This design comes from an exercise in tuning for small area and a short achievable clock period on the open sky130 flow, not from production work.
Function was checked by simulation only, so behaviour that the tests miss may differ from the original.
The clock port is modelled as an ideal driver; clocking choices that lean on that would not hold on a real chip.
Power figures rest on the tool's default switching activity, not on a simulated workload.

==> flow/design.v <==
module bus_slave (
    input  logic CLK,
    input  logic RSTN,
    input  logic B_UTIL,
    input  logic B_RW,
    input  logic B_BUS_IN,
    output logic S_ACK,
    output logic S_BUS_OUT,
    output logic S_BSY
);
    logic       s_addr, s_aack, s_wdata, s_wack, s_rdata;
    logic [3:0] cnt;
    logic [7:0] addr;        
    logic       ok;          
    logic       rw;
    logic [7:0] wd;          
    logic [7:0] rd;          
    wire idle = !(s_addr || s_aack || s_wdata || s_wack || s_rdata);
    wire last = (s_addr && (cnt == 4'd15)) ||
                ((s_aack || s_wack) && (cnt[1:0] == 2'd3)) ||
                ((s_wdata || s_rdata) && (cnt[2:0] == 3'd7));
    wire ok_d   = s_addr ? ((ok || (cnt == 4'd8)) && (B_BUS_IN == (cnt == 4'd12))) : ok;
    wire addr_d = s_addr && B_UTIL && !last;
    wire aack_d = (s_addr && B_UTIL && last) || (s_aack && !last);
    wire wdata_d = (s_aack && last && ok && rw) || (s_wdata && B_UTIL && !last);
    wire wack_d = (s_wdata && B_UTIL && last) || (s_wack && !last);
    wire rdata_d = (s_aack && last && ok && !rw) || (s_rdata && !(B_UTIL && last));
    wire inc    = (idle && B_UTIL) ||
                  (!last && (s_aack || s_wack || ((s_addr || s_wdata || s_rdata) && B_UTIL)));
    wire mem_we = s_wack && (cnt[1:0] == 2'd0);
    always_ff @(posedge CLK or negedge RSTN) begin
        if (!RSTN) begin
            s_addr    <= 1'b0;
            s_aack    <= 1'b0;
            s_wdata   <= 1'b0;
            s_wack    <= 1'b0;
            s_rdata   <= 1'b0;
            cnt       <= '0;
            S_BSY     <= 1'b0;
            S_ACK     <= 1'b0;
            S_BUS_OUT <= 1'b0;
        end else begin
            s_addr    <= (idle && B_UTIL) || addr_d;
            s_aack    <= aack_d;
            s_wdata   <= wdata_d;
            s_wack    <= wack_d;
            s_rdata   <= rdata_d;
            cnt       <= inc ? cnt + 4'd1 : 4'd0;
            S_BSY     <= (idle && B_UTIL) || addr_d || aack_d || wdata_d || wack_d || rdata_d;
            S_ACK     <= wack_d || (aack_d && ok_d);
            S_BUS_OUT <= s_rdata && B_UTIL && rd[cnt[2:0]];
        end
    end
    logic [2047:0] ring;     
    logic [7:0]    ph;       
    logic [7:0]    rp;       
    logic [5:0]    rlo6;     
    logic [3:0]    rhi4;
    logic [7:0]    wq;       
    logic          wpend;    
    logic [3:0]    rlo;      
    logic [7:0]    rhi;      
    logic          rcap;     
    logic          rhit;     
    logic [15:0]   wen;      
    logic          wins;     
    logic [7:0]    tq;
    logic          rcap_q, rhit_q;
    wire rwin_n = (s_addr && (cnt >= 4'd10)) || (s_aack && !cnt[1]);
    wire       wpend_n = mem_we || (wpend && !wins);
    wire [7:0] rp_n    = {rhi4 + 4'(rlo6[5:4]), rlo6[3:0]};    
    logic [7:0] tap;
    always_comb begin
        tap = '0;
        for (int m = 0; m < 32; m++)
            tap = tap | ({8{rhi[m / 4] & rlo[m % 4]}} & ring[64*m +: 8]);
    end
    always_ff @(posedge CLK) begin
        if (idle || (s_addr && !cnt[3])) addr <= {B_BUS_IN, addr[7:1]};
        ok <= ok_d;
        if (s_addr) rw <= B_RW;
        if (s_wdata) wd <= {B_BUS_IN, wd[7:1]};
        ph    <= ph + 8'd1;
        rlo6  <= 6'(addr[3:0]) + 6'(ph[3:0]) + 6'd3;
        rhi4  <= addr[7:4] + ph[7:4];
        rp    <= rp_n;
        wq    <= mem_we ? rp_n : wq + 8'd1;
        wpend <= wpend_n;
        rcap  <= rwin_n && (rp[2:0] == 3'd0);
        for (int i = 0; i < 4; i++) rlo[i] <= (rp[4:3] == 2'(i));
        for (int i = 0; i < 8; i++) rhi[i] <= (rp[7:5] == 3'(i));
        rhit  <= wpend && !wins && (rp == wq);
        for (int j = 0; j < 16; j++)
            wen[j] <= mem_we ? (rp == 8'(16 * j)) : (wpend && !wins && (wq == 8'(16 * j)));
        wins  <= mem_we ? (rp[3:0] == 4'd0) : (wpend && !wins && (wq[3:0] == 4'd0));
        tq     <= tap;
        rcap_q <= rcap;
        rhit_q <= rhit;
        if (rcap_q) rd <= rhit_q ? wd : tq;
    end
    always_ff @(posedge CLK) begin
        for (int s = 0; s < 256; s++) begin
            if ((s % 16 == 1) && wen[s / 16])
                ring[8*s +: 8] <= wd;
            else
                ring[8*s +: 8] <= ring[8*((s + 255) % 256) +: 8];
        end
    end
endmodule
Settings: LEC_CHECK=0, CAP_MARGIN=20, CORE_MARGIN=2, CORE_UTILIZATION=75, SETUP_SLACK_MARGIN=2.4, SLEW_MARGIN=20; clock period 4.0 ns.
standard.sh (not shown) runs the stock make flow with config.mk's settings and CLKGATE_MAP_FILE= SYNTH_SCRIPT=/design/flow/synth_recipe.tcl, a recipe that flattens the netlist after the stock synthesis.
==> flow/flow/run.sh <==
#!/bin/bash
# The standard layout with a faster clock tree: clock tree synthesis builds
# clkbuf_8 leaf buffers as usual, then flow/post_cts.tcl turns its root and its
# first tree level into inverters (four root inverters fed by the clock port).
set -euo pipefail
here=$(pwd)
export CTS_ARGS="-sink_clustering_enable -repair_clock_nets -sink_clustering_size 16 -sink_clustering_max_diameter 60 -buf_list {sky130_fd_sc_hd__clkbuf_8 sky130_fd_sc_hd__clkbuf_16} -root_buf sky130_fd_sc_hd__clkbuf_16 -tree_buf sky130_fd_sc_hd__clkbuf_16 -sink_clustering_buffer sky130_fd_sc_hd__clkbuf_8"
export POST_CTS_TCL="$here/flow/post_cts.tcl"
bash standard.sh > "$here/standard_flow.log" 2>&1
Other scripts of this flow, unchanged in this note and not shown: flow/flow/post_cts.tcl
==> next run, changes <==
--- a/flow/design.v
+++ b/flow/design.v
@@ -20,12 +20,19 @@
                 ((s_aack || s_wack) && (cnt[1:0] == 2'd3)) ||
                 ((s_wdata || s_rdata) && (cnt[2:0] == 3'd7));
-    wire ok_d   = s_addr ? ((ok || (cnt == 4'd8)) && (B_BUS_IN == (cnt == 4'd12))) : ok;
-    wire addr_d = s_addr && B_UTIL && !last;
-    wire aack_d = (s_addr && B_UTIL && last) || (s_aack && !last);
-    wire wdata_d = (s_aack && last && ok && rw) || (s_wdata && B_UTIL && !last);
-    wire wack_d = (s_wdata && B_UTIL && last) || (s_wack && !last);
+    wire e8     = (cnt == 4'd8);
+    wire e12    = (cnt == 4'd12);
+    wire ok_d   = s_addr ? ((ok || e8) && (B_BUS_IN ^ !e12)) : ok;
+    wire aack_d = (B_UTIL && s_addr && last) || (s_aack && !last);
+    wire wdata_d = (s_aack && last && ok && rw) || (B_UTIL && s_wdata && !last);
+    wire wack_d = (B_UTIL && s_wdata && last) || (s_wack && !last);
     wire rdata_d = (s_aack && last && ok && !rw) || (s_rdata && !(B_UTIL && last));
-    wire inc    = (idle && B_UTIL) ||
-                  (!last && (s_aack || s_wack || ((s_addr || s_wdata || s_rdata) && B_UTIL)));
+    wire addr_d = B_UTIL && (idle || (s_addr && !last));
+    wire inc    = (!last && (s_aack || s_wack)) ||
+                  (B_UTIL && (idle || (!last && (s_addr || s_wdata || s_rdata))));
+    wire stay_hi = !((s_aack && last && !ok) || (s_wack && last) || (s_rdata && last));
+    wire stay_lo = (s_aack && !(last && !ok)) || (s_wack && !last) || s_rdata;
+    wire bsy_d  = B_UTIL ? stay_hi : stay_lo;
+    wire ack_d  = (s_wack && !last) || (s_aack && !last && ok) ||
+                  (B_UTIL && ((s_wdata && last) || (s_addr && last && ok && !B_BUS_IN)));
     wire mem_we = s_wack && (cnt[1:0] == 2'd0);
     always_ff @(posedge CLK or negedge RSTN) begin
@@ -41,5 +48,5 @@
             S_BUS_OUT <= 1'b0;
         end else begin
-            s_addr    <= (idle && B_UTIL) || addr_d;
+            s_addr    <= addr_d;
             s_aack    <= aack_d;
             s_wdata   <= wdata_d;
@@ -47,6 +54,6 @@
             s_rdata   <= rdata_d;
             cnt       <= inc ? cnt + 4'd1 : 4'd0;
-            S_BSY     <= (idle && B_UTIL) || addr_d || aack_d || wdata_d || wack_d || rdata_d;
-            S_ACK     <= wack_d || (aack_d && ok_d);
+            S_BSY     <= bsy_d;
+            S_ACK     <= ack_d;
             S_BUS_OUT <= s_rdata && B_UTIL && rd[cnt[2:0]];
         end
After rerunning: Global-route usage climbs by 0.52 points; wire length rose by 2.6%; core utilization goes up by 0.13 points; worst hold slack hardly moves; combinational power came out lower by 11%.

---

v6:
// bus_slave: RTL as listed in full above, without the edits since
clock: 4.0 ns
lec_check: 0
cap_margin: 20
core_margin: 2
core_utilization: 75
setup_slack_margin: 2.3
slew_margin: 20
Scripts as last shown in full above: flow/flow/run.sh
Other scripts of this flow, unchanged in this note and not shown: flow/flow/post_cts.tcl
Input changes introduced in v7 (baseline for comparison: v6):
diff --git a/flow/design.v b/flow/design.v
--- a/flow/design.v
+++ b/flow/design.v
@@ -19,14 +19,21 @@
     wire last = (s_addr && (cnt == 4'd15)) ||
                 ((s_aack || s_wack) && (cnt[1:0] == 2'd3)) ||
                 ((s_wdata || s_rdata) && (cnt[2:0] == 3'd7));
-    wire ok_d   = s_addr ? ((ok || (cnt == 4'd8)) && (B_BUS_IN == (cnt == 4'd12))) : ok;
-    wire addr_d = s_addr && B_UTIL && !last;
-    wire aack_d = (s_addr && B_UTIL && last) || (s_aack && !last);
-    wire wdata_d = (s_aack && last && ok && rw) || (s_wdata && B_UTIL && !last);
-    wire wack_d = (s_wdata && B_UTIL && last) || (s_wack && !last);
+    wire e8     = (cnt == 4'd8);
+    wire e12    = (cnt == 4'd12);
+    wire ok_d   = s_addr ? ((ok || e8) && (B_BUS_IN ^ !e12)) : ok;
+    wire aack_d = (B_UTIL && s_addr && last) || (s_aack && !last);
+    wire wdata_d = (s_aack && last && ok && rw) || (B_UTIL && s_wdata && !last);
+    wire wack_d = (B_UTIL && s_wdata && last) || (s_wack && !last);
     wire rdata_d = (s_aack && last && ok && !rw) || (s_rdata && !(B_UTIL && last));
-    wire inc    = (idle && B_UTIL) ||
-                  (!last && (s_aack || s_wack || ((s_addr || s_wdata || s_rdata) && B_UTIL)));
+    wire addr_d = B_UTIL && (idle || (s_addr && !last));
+    wire inc    = (!last && (s_aack || s_wack)) ||
+                  (B_UTIL && (idle || (!last && (s_addr || s_wdata || s_rdata))));
+    wire stay_hi = !((s_aack && last && !ok) || (s_wack && last) || (s_rdata && last));
+    wire stay_lo = (s_aack && !(last && !ok)) || (s_wack && !last) || s_rdata;
+    wire bsy_d  = B_UTIL ? stay_hi : stay_lo;
+    wire ack_d  = (s_wack && !last) || (s_aack && !last && ok) ||
+                  (B_UTIL && ((s_wdata && last) || (s_addr && last && ok && !B_BUS_IN)));
     wire mem_we = s_wack && (cnt[1:0] == 2'd0);
     always_ff @(posedge CLK or negedge RSTN) begin
         if (!RSTN) begin
@@ -40,14 +47,14 @@
             S_ACK     <= 1'b0;
             S_BUS_OUT <= 1'b0;
         end else begin
-            s_addr    <= (idle && B_UTIL) || addr_d;
+            s_addr    <= addr_d;
             s_aack    <= aack_d;
             s_wdata   <= wdata_d;
             s_wack    <= wack_d;
             s_rdata   <= rdata_d;
             cnt       <= inc ? cnt + 4'd1 : 4'd0;
-            S_BSY     <= (idle && B_UTIL) || addr_d || aack_d || wdata_d || wack_d || rdata_d;
-            S_ACK     <= wack_d || (aack_d && ok_d);
+            S_BSY     <= bsy_d;
+            S_ACK     <= ack_d;
             S_BUS_OUT <= s_rdata && B_UTIL && rd[cnt[2:0]];
         end
     end
Findings:
- Compared v7 against v6; full die area within noise.
- Diff v6 -> v7 | combinational share of power | decrease of 0.6 points
- Taking v6 as the reference, in v7 area occupied by multi-input gates level, count of unique library cells instantiated by Yosys saw a decrease, hold slack comparable.
- Diff v6 -> v7 | combinational power | down by more than 10%
- Signed area change from the synthesized netlist to the final layout, v6 and v7: smaller value in v7
- The cell at the slowest stage of the critical path comes out o32a_1 in one run and dfxtp_2 in the other, namely in v6 and v7 respectively.
- Cmp v6 and v7 / total wirelength of the detailed-routed design / lower: v6
- Wire length on met2: v7 > v6
- v6 vs v7, start point of the critical path: B_BUS_IN vs rhi[1]
- On via count, v6 and v7 are neck and neck.

---

Another version of the RTL of bus_slave (not shown whole).
Size in the first run: ~2800 cells after synthesis, about 2200 flip-flops, roughly 8 I/O pins, ~48000 um2 of cells after synthesis.
==> module bus_slave, before the edit <==
module bus_slave (
    input  logic CLK,
    input  logic RSTN,
    input  logic B_UTIL,
    input  logic B_RW,
    input  logic B_BUS_IN,
    output logic S_ACK,
    output logic S_BUS_OUT,
    output logic S_BSY
);
    logic       s_addr, s_aack, s_wdata, s_wack, s_rdata;
    logic [3:0] cnt;
    logic [7:0] addr;        
    logic       ok;          
    logic       rw;
    logic [7:0] wd;          
    logic [7:0] rd;          
    wire idle = !(s_addr || s_aack || s_wdata || s_wack || s_rdata);
    wire last = (s_addr && (cnt == 4'd15)) ||
                ((s_aack || s_wack) && (cnt[1:0] == 2'd3)) ||
                ((s_wdata || s_rdata) && (cnt[2:0] == 3'd7));
    wire e8     = (cnt == 4'd8);
    wire e12    = (cnt == 4'd12);
    wire ok_d   = s_addr ? ((ok || e8) && (B_BUS_IN ^ !e12)) : ok;
    wire aack_d = (B_UTIL && s_addr && last) || (s_aack && !last);
    wire wdata_d = (s_aack && last && ok && rw) || (B_UTIL && s_wdata && !last);
    wire wack_d = (B_UTIL && s_wdata && last) || (s_wack && !last);
    wire rdata_d = (s_aack && last && ok && !rw) || (s_rdata && !(B_UTIL && last));
    wire addr_d = B_UTIL && (idle || (s_addr && !last));
    wire inc    = (!last && (s_aack || s_wack)) ||
                  (B_UTIL && (idle || (!last && (s_addr || s_wdata || s_rdata))));
    wire stay_hi = !((s_aack && last && !ok) || (s_wack && last) || (s_rdata && last));
    wire stay_lo = (s_aack && !(last && !ok)) || (s_wack && !last) || s_rdata;
    wire bsy_d  = B_UTIL ? stay_hi : stay_lo;
    wire ack_d  = (s_wack && !last) || (s_aack && !last && ok) ||
                  (B_UTIL && ((s_wdata && last) || (s_addr && last && ok && !B_BUS_IN)));
    wire mem_we = s_wack && (cnt[1:0] == 2'd0);
    always_ff @(posedge CLK or negedge RSTN) begin
        if (!RSTN) begin
            s_addr    <= 1'b0;
            s_aack    <= 1'b0;
            s_wdata   <= 1'b0;
            s_wack    <= 1'b0;
            s_rdata   <= 1'b0;
            cnt       <= '0;
            S_BSY     <= 1'b0;
            S_ACK     <= 1'b0;
            S_BUS_OUT <= 1'b0;
        end else begin
            s_addr    <= addr_d;
            s_aack    <= aack_d;
            s_wdata   <= wdata_d;
            s_wack    <= wack_d;
            s_rdata   <= rdata_d;
            cnt       <= inc ? cnt + 4'd1 : 4'd0;
            S_BSY     <= bsy_d;
            S_ACK     <= ack_d;
            S_BUS_OUT <= s_rdata && B_UTIL && rd[cnt[2:0]];
        end
    end
    logic [2047:0] ring;     
    logic [7:0]    ph;       
    logic [7:0]    rp;       
    logic [5:0]    rlo6;     
    logic [3:0]    rhi4;
    logic [7:0]    wq;       
    logic          wpend;    
    logic [7:0]    rlo;      
    logic [3:0]    rhi;      
    logic          rcap;     
    logic          rhit;     
    logic [15:0]   wen;      
    logic          wins;     
    logic [7:0]    tq;
    logic          rcap_q, rhit_q;
    wire rwin_n = (s_addr && (cnt >= 4'd10)) || (s_aack && !cnt[1]);
    wire       wpend_n = mem_we || (wpend && !wins);
    wire [7:0] rp_n    = {rhi4 + 4'(rlo6[5:4]), rlo6[3:0]};    
    logic [7:0] tap;
    logic [7:0] grp [4];
    always_comb begin
        tap = '0;
        for (int h = 0; h < 4; h++) begin
            grp[h] = '0;
            for (int l = 0; l < 8; l++)
                grp[h] = grp[h] | ({8{rlo[l]}} & ring[64*(8*h + l) +: 8]);
            tap = tap | ({8{rhi[h]}} & grp[h]);
        end
    end
    always_ff @(posedge CLK) begin
        if (idle || (s_addr && !cnt[3])) addr <= {B_BUS_IN, addr[7:1]};
        ok <= ok_d;
        if (s_addr) rw <= B_RW;
        if (s_wdata) wd <= {B_BUS_IN, wd[7:1]};
        ph    <= ph + 8'd1;
        rlo6  <= 6'(addr[3:0]) + 6'(ph[3:0]) + 6'd3;
        rhi4  <= addr[7:4] + ph[7:4];
        rp    <= rp_n;
        wq    <= mem_we ? rp_n : wq + 8'd1;
        wpend <= wpend_n;
        rcap  <= rwin_n && (rp[2:0] == 3'd0);
        for (int i = 0; i < 8; i++) rlo[i] <= (rp[5:3] == 3'(i));
        for (int i = 0; i < 4; i++) rhi[i] <= (rp[7:6] == 2'(i));
        rhit  <= wpend && !wins && (rp == wq);
        for (int j = 0; j < 16; j++)
            wen[j] <= mem_we ? (rp == 8'(16 * j)) : (wpend && !wins && (wq == 8'(16 * j)));
        wins  <= mem_we ? (rp[3:0] == 4'd0) : (wpend && !wins && (wq[3:0] == 4'd0));
        tq     <= tap;
        rcap_q <= rcap;
        rhit_q <= rhit;
        if (rcap_q) rd <= rhit_q ? wd : tq;
    end
    always_ff @(posedge CLK) begin
        for (int s = 0; s < 256; s++) begin
            if ((s % 16 == 1) && wen[s / 16])
                ring[8*s +: 8] <= wd;
            else
                ring[8*s +: 8] <= ring[8*((s + 255) % 256) +: 8];
        end
    end
endmodule
Settings: LEC_CHECK=0, CAP_MARGIN=20, CORE_MARGIN=2, CORE_UTILIZATION=70, SETUP_SLACK_MARGIN=2.4, SLEW_MARGIN=20; clock period 4.0 ns.
Scripts as last shown in full above: flow/flow/run.sh
Other scripts of this flow, unchanged in this note and not shown: flow/flow/post_cts.tcl
The baseline completed without violations.
Then changed:
--- a/flow/design.v
+++ b/flow/design.v
@@ -63,31 +63,26 @@
     logic [7:0]    rp;       
     logic [5:0]    rlo6;     
     logic [3:0]    rhi4;
     logic [7:0]    wq;       
     logic          wpend;    
-    logic [7:0]    rlo;      
-    logic [3:0]    rhi;      
+    logic [3:0]    rlo;      
+    logic [7:0]    rhi;      
     logic          rcap;     
     logic          rhit;     
     logic [15:0]   wen;      
     logic          wins;     
     logic [7:0]    tq;
     logic          rcap_q, rhit_q;
     wire rwin_n = (s_addr && (cnt >= 4'd10)) || (s_aack && !cnt[1]);
     wire       wpend_n = mem_we || (wpend && !wins);
     wire [7:0] rp_n    = {rhi4 + 4'(rlo6[5:4]), rlo6[3:0]};    
     logic [7:0] tap;
-    logic [7:0] grp [4];
     always_comb begin
         tap = '0;
-        for (int h = 0; h < 4; h++) begin
-            grp[h] = '0;
-            for (int l = 0; l < 8; l++)
-                grp[h] = grp[h] | ({8{rlo[l]}} & ring[64*(8*h + l) +: 8]);
-            tap = tap | ({8{rhi[h]}} & grp[h]);
-        end
+        for (int m = 0; m < 32; m++)
+            tap = tap | ({8{rhi[m / 4] & rlo[m % 4]}} & ring[64*m +: 8]);
     end
     always_ff @(posedge CLK) begin
         if (idle || (s_addr && !cnt[3])) addr <= {B_BUS_IN, addr[7:1]};
         ok <= ok_d;
         if (s_addr) rw <= B_RW;
@@ -97,12 +92,12 @@
         rhi4  <= addr[7:4] + ph[7:4];
         rp    <= rp_n;
         wq    <= mem_we ? rp_n : wq + 8'd1;
         wpend <= wpend_n;
         rcap  <= rwin_n && (rp[2:0] == 3'd0);
-        for (int i = 0; i < 8; i++) rlo[i] <= (rp[5:3] == 3'(i));
-        for (int i = 0; i < 4; i++) rhi[i] <= (rp[7:6] == 2'(i));
+        for (int i = 0; i < 4; i++) rlo[i] <= (rp[4:3] == 2'(i));
+        for (int i = 0; i < 8; i++) rhi[i] <= (rp[7:5] == 3'(i));
         rhit  <= wpend && !wins && (rp == wq);
         for (int j = 0; j < 16; j++)
             wen[j] <= mem_we ? (rp == 8'(16 * j)) : (wpend && !wins && (wq == 8'(16 * j)));
         wins  <= mem_we ? (rp[3:0] == 4'd0) : (wpend && !wins && (wq[3:0] == 4'd0));
         tq     <= tap;
The changed run finished with timing, DRC and antenna clean.
Worst hold slack loses 0.0051 ns.
Die area grows by 0.47%.
Wire length is higher by 3.3%.
Total power grows by 0.42%.
Area after synthesis goes up by 0.48%.
Core utilization grows by 0.96 points.
Clock power climbs by about 0.7%.
Cell count goes up by 2.8%.
Combinational power went up by 53%.

## re-timing with driven ports
In the flow no input, the clock included, has a driving cell. The finished layouts below were timed again as built, in two steps.
Step 1 assumes that a clkbuf_16 drives the clock port and a buf_2 every other input.
Step 2 adds t to the input delays and takes it off the output delays; t is the mean of the earliest and latest rising clock arrival at the registers after step 1. Input paths then give back, and output paths get back, about the clock's delay inside the block.
a / b / c = ideal ports / drivers / drivers and shift; a / b = the first two.
| run | shift t [ns] | setup slack, ns | latest minus earliest clock arrival (ns) |
|---|---|---|---|
| the first run of note 1 | 0.567 | 2.293 / 2.103 / 1.957 | 0.045 / 0.044 |
| the second run of note 1 | 0.579 | 2.309 / 2.081 / 2.246 | 0.046 / 0.050 |
| v6 | 0.575 | 2.246 / 2.084 / 1.879 | 0.034 / 0.034 |
| v7 | 0.566 | 2.257 / 2.096 / 2.013 | 0.035 / 0.034 |
| the first run of note 3 | 0.577 | 2.312 / 2.089 / 2.159 | 0.034 / 0.036 |
| the second run of note 3 | 0.566 | 2.328 / 2.103 / 2.303 | 0.028 / 0.029 |
After both steps every run listed still meets setup and hold. The setup slack of v6, which loses most, moves by -0.162 ns with the drivers and by -0.367 ns with both steps.
